Context: an optimization exercise on an open-source flow, tuned for small area. The choices shown serve that exercise and are no tape-out recipe. In this exercise RTL edits were held to simulation tests only and were not proved equivalent to the original.

Setup of 09-18:
==> flow/design.v (excerpt) <==
module thick_line_rasterizer_top
(
    input  logic                   i_clk,
    input  logic                   i_rst_n,
    input  logic                   s_axis_tvalid,
    output logic                   s_axis_tready,
    input  logic [8*tlr_pkg::IN_BYTES-1:0]  s_axis_tdata,
    input  logic                   s_axis_tuser,
    output logic                   m_axis_tvalid,
    input  logic                   m_axis_tready,
    output logic [8*tlr_pkg::OUT_BYTES-1:0] m_axis_tdata,
    output logic                   m_axis_tlast
);
Size in the first run: roughly 1100 cells after synthesis, about 160 flip-flops, roughly 150 I/O pins, ~12000 sq um of cells after synthesis.
==> flow/config.mk <==
export PLATFORM = sky130hd
export DESIGN_NAME = thick_line_rasterizer_top
export DESIGN_NICKNAME = thick_line_rasterizer_top
export VERILOG_FILES = /design/flow/design.v
export SDC_FILE = /design/flow/constraint.sdc
export NUM_CORES = 4
export LEC_CHECK = 0
export CAP_MARGIN = 20
export CORE_MARGIN = 2
export CORE_UTILIZATION = 40
export PLACE_DENSITY = 0.6
export SLEW_MARGIN = 20
==> flow/constraint.sdc <==
create_clock -name core_clock -period 8.0 [get_ports {i_clk}]
set_input_delay 1.6000 -clock core_clock [delete_from_list [all_inputs] [get_ports {i_clk}]]
set_output_delay 1.6000 -clock core_clock [all_outputs]
set_load 0.01 [all_outputs]
run.sh (not shown) runs the stock make flow with config.mk's settings and CLKGATE_MAP_FILE= SYNTH_SCRIPT=/design/flow/synth_recipe.tcl, a recipe that flattens the netlist after the stock synthesis.
In summary, 09-18 completed successfully, with a layout that passed the timing, design-rule and antenna checks.
Inputs modified between 09-18 and 07-01:
==> flow/flow/run.sh (new file) <==
#!/bin/bash
# Own layout flow: the standard synthesis with one change, its ABC mapping script (a deeper,
# area-oriented one, and no separate full-adder extraction), then the standard layout with
# smaller port buffers and no dummy clock loads. Registers come out exactly as in the standard
# synthesis. Each tool's output goes to a log file of its own in this folder.
set -euo pipefail
W=$PWD
F=$W/flow
export MY_ABC_SCRIPT=${MY_ABC_SCRIPT:-$F/abc_area.script}
export MY_NO_FA=${MY_NO_FA:-1}
bash standard.sh SYNTH_SCRIPT=$F/synth.tcl \
    "BUFFER_PORTS_ARGS=-buffer_cell sky130_fd_sc_hd__buf_1" \
    "CTS_ARGS=-sink_clustering_enable -repair_clock_nets -dont_use_dummy_load" \
    finish > $W/flow_make.log 2>&1
==> flow/flow/abc_area.script (new file) <==
strash
&get -n
&deepsyn -T 30
&put
dch -f
map -a
topo
==> flow/flow/synth.tcl (new file) <==
proc synth {args} { yosys synth -nofsm -noshare {*}$args }
proc abc {args} {
  set i [lsearch $args -script]
  if {$i >= 0} { lset args [expr {$i + 1}] $::env(MY_ABC_SCRIPT) }
  yosys abc {*}$args
}
if {[info exists ::env(MY_NO_FA)] && $::env(MY_NO_FA)} {
  proc extract_fa {args} { }
}
source $::env(SCRIPTS_DIR)/synth.tcl
# left out here: clear keep_hierarchy, flatten, clean up, hide names made inside functions, write 1_2_yosys.v
==> flow/standard.sh (new file) <==
#!/bin/bash
# synth_recipe.tcl (not shown) runs the flow's synth.tcl, then flattens the netlist and writes it again
# the make line also repeats each setting of config.mk as NAME=value (left out here)
make -C /OpenROAD-flow-scripts/flow DESIGN_CONFIG=/design/flow/config.mk WORK_HOME=/design/flow/orfs CLKGATE_MAP_FILE= SYNTH_SCRIPT=/design/flow/synth_recipe.tcl "${@:-finish}"
removed: flow/run.sh
[summary]
07-01 was carried through to the last stage, and its layout satisfied the timing, design-rule and antenna checks. For 07-01, the library cell contributing the largest single delay on the critical path was sky130_fd_sc_hd__xor2_1, unlike 09-18, where it was sky130_fd_sc_hd__fa_1. Count of nets left with antenna violations after detail routing: 09-18 vs 07-01 identical. A endpoint of the worst setup timing path of r_ddif[8]$_DFFE_PP_ is what 07-01 shows, while r_out_count[15]$_DFFE_PP_ belongs to 09-18. Comparing 09-18 and 07-01, the higher multiplexer share of the synthesized area is on 09-18. 07-01 against 09-18: pin count of the biggest net entering global routing decreased by 1 relative to the old numbers, number of rows in the core area decreased by 2 relative to the old numbers, setup skew after layout increased by 0.017 ns relative to the old numbers, post-route core utilization decreased by 2.8 points relative to the old numbers.

[static timing again, ports no longer ideal]
The flow's constraints put no driver on any port. The routed layouts listed below were extracted and timed again, unchanged, in two steps. Step 1, drivers: a clkbuf_16 drives i_clk and a buf_2 each remaining input, both assumed. Step 2 also shifts input and output timing later by t, the mid clock arrival at the registers, as if the neighbouring blocks saw the same clock. Slacks: ideal ports / drivers / drivers and shift; pairs: ideal ports / drivers.
run	t, ns	setup slack, ns	hold slack, ns	worst setup path at the end	latest minus earliest clock arrival (ns)
09-18	0.475	0.367 / 0.367 / 0.367	0.421 / 0.421 / 0.421	register to register	0.017 / 0.017
07-01	0.455	0.787 / 0.790 / 0.356	0.406 / 0.406 / 0.406	input to register	0.039 / 0.039
After both steps setup and hold are still met in every run listed. For 07-01, which loses most, drivers alone change the setup slack by +0.003 ns; drivers and shift together by -0.431 ns.
